From an optimization exercise on the open Yosys and OpenROAD flow, aimed at a short achievable clock period and few clock cycles; shortcuts taken in it are not production practice. Function was checked by simulation only, so behaviour that the tests miss may differ from the original. Power is estimated from default activity; no workload was simulated.

// mano_cpu
module mano_cpu #(
  parameter int ADDR_W = 12,
  parameter int MEM_AW = 8
) (
  input  logic                clk,
  input  logic                rst,
  input  logic                start,
  input  logic                mem_we,
  input  logic [MEM_AW-1:0]   mem_addr,
  input  logic [ADDR_W+3:0]   mem_wdata,
  output logic [ADDR_W+3:0]   mem_rdata,
  input  logic [7:0]          in_data,
  input  logic                in_valid,
  output logic                in_ready,
  output logic [7:0]          out_data,
  output logic                out_valid,
  input  logic                out_ready,
  output logic                running,
  output logic [ADDR_W-1:0]   pc,
  output logic [ADDR_W+3:0]   ac,
  output logic [ADDR_W+3:0]   ir,
  output logic                e,
  output logic [3:0]          sc
);
For scale: roughly 14,000 cells after synthesis, roughly 230,000 µm² of cells after synthesis.
==> flow/config.mk <==
export PLATFORM = sky130hd
export DESIGN_NAME = mano_cpu
export DESIGN_NICKNAME = mano_cpu
export VERILOG_FILES = /design/flow/design.v
export SDC_FILE = /design/flow/constraint.sdc
export NUM_CORES = 4
export LEC_CHECK = 0
export ABC_CLOCK_PERIOD_IN_PS = 1500
export CAP_MARGIN = 20
export CELL_PAD_IN_SITES_DETAIL_PLACEMENT = 1
export CELL_PAD_IN_SITES_GLOBAL_PLACEMENT = 2
export CORE_MARGIN = 2
export CORE_UTILIZATION = 35
export SETUP_SLACK_MARGIN = 2.5
export SLEW_MARGIN = 20
export SYNTH_HIERARCHICAL = 1
export SYNTH_MEMORY_MAX_BITS = 8192
export TNS_END_PERCENT = 10
==> flow/constraint.sdc <==
create_clock -name core_clock -period 9.0 [get_ports {clk}]
set_input_delay 1.8000 -clock core_clock [delete_from_list [all_inputs] [get_ports {clk}]]
set_output_delay 1.8000 -clock core_clock [all_outputs]
set_load 0.01 [all_outputs]
standard.sh (not shown) runs the stock make flow with config.mk's settings and CLKGATE_MAP_FILE= SYNTH_SCRIPT=/design/flow/synth_recipe.tcl, a recipe that flattens the netlist after the stock synthesis.
==> flow/flow/run.sh <==
#!/bin/bash
# The standard layout (the standard.sh, whole), except that the port
# buffers are inserted as sky130_fd_sc_hd__buf_8 cells rather than the
# resizer's default pick, a delay-buffer cell that the footprint-matched
# repair cannot resize away. All of make's output goes to layout.log here;
# each ORFS step also keeps its own log under orfs/logs.
set -euo pipefail
bash standard.sh "BUFFER_PORTS_ARGS=-buffer_cell sky130_fd_sc_hd__buf_8" finish > layout.log 2>&1
Testbench counts at the start, summed over its fixed seeds: cycles 10,300.
Next try:
--- a/flow/design.v
+++ b/flow/design.v
@@ -37,31 +37,30 @@
   logic        s, r, ien, fgi, fgo, e_q;
   logic [15:0] ac_q, ir_q;
   logic [7:0]  inpr, outr;
   logic [11:0] pc_f;                  
   logic        v_e;
   logic [15:0] ir_e;
   logic [11:0] pc_e, ea_e;
   logic        sk_e;                  
   logic        df_e;                  
   logic        bump;                  
   logic        wz_pend;               
   logic [11:0] wz_data;
-  logic [7:0]   a3;
-  logic [15:0]  w_f, ptr_f, dr;
-  assign a3 = s ? ea_e[7:0] : mem_addr;
+  logic [15:0]  w_f, ptr_f, dr, hr;
   mano_cpu_rd u_rd_f (.m(mem), .a(pc_f[7:0]), .q(w_f));
   mano_cpu_rd u_rd_p (.m(mem), .a(w_f[7:0]),  .q(ptr_f));
-  mano_cpu_rd u_rd_e (.m(mem), .a(a3),        .q(dr));
-  assign mem_rdata = dr;
+  mano_cpu_rd u_rd_e (.m(mem), .a(ea_e[7:0]), .q(dr));
+  mano_cpu_rd u_rd_h (.m(mem), .a(mem_addr),  .q(hr));
+  assign mem_rdata = hr;
   assign in_ready  = ~fgi;
   assign out_data  = outr;
   assign out_valid = ~fgo;
   assign running   = s;
   assign pc        = pc_f;
   assign ac        = ac_q;
   assign ir        = ir_q;
   assign e         = e_q;
   assign sc        = {3'b000, v_e};
   logic [2:0]   op_f;
   logic         ind_f, hlt_f;
   logic [11:0]  ea_f, pcn_f;
Effect:
- register-to-register slack degrades by 0.41 ns
- total power grows by 18%
- core utilization shrinks by 0.73 points
- clock skew shrinks by 0.028 ns
- non-clock buffer count grows by 88
- routed wire length grows by 27%
- final area grows by 13%
- count of clock-buffer cells in the layout grows by 61
- first-iteration DRC count grows by 44%
Testbench counts after the change, summed over its fixed seeds: cycles 10,300.

[re-timing with driven ports]
The flow's constraints put no driver on any port. The routed layouts listed below were extracted and timed again, unchanged, in two steps. Step 1 sets driving cells, clkbuf_16 on the clock port and buf_2 on the other inputs (assumed; they add their load-dependent delay and slew). Step 2 also shifts input and output timing later by t, the mid clock arrival at the registers, as if the neighbouring blocks saw the same clock. Three values: ideal, step 1, step 2; two values: the first two.
run | t (ns) | setup WS [ns] | worst setup path at the end | pins driven straight from the clock port
the first run | 1.216 | 1.617 / 1.569 / 0.743 | input to register | 1
the second run | 1.263 | 1.386 / 0.867 / 0.867 | input to output | 1
After both steps setup and hold are still met in every run listed. The setup slack of the first run, which loses most, moves by -0.048 ns with the drivers and by -0.874 ns with both steps.
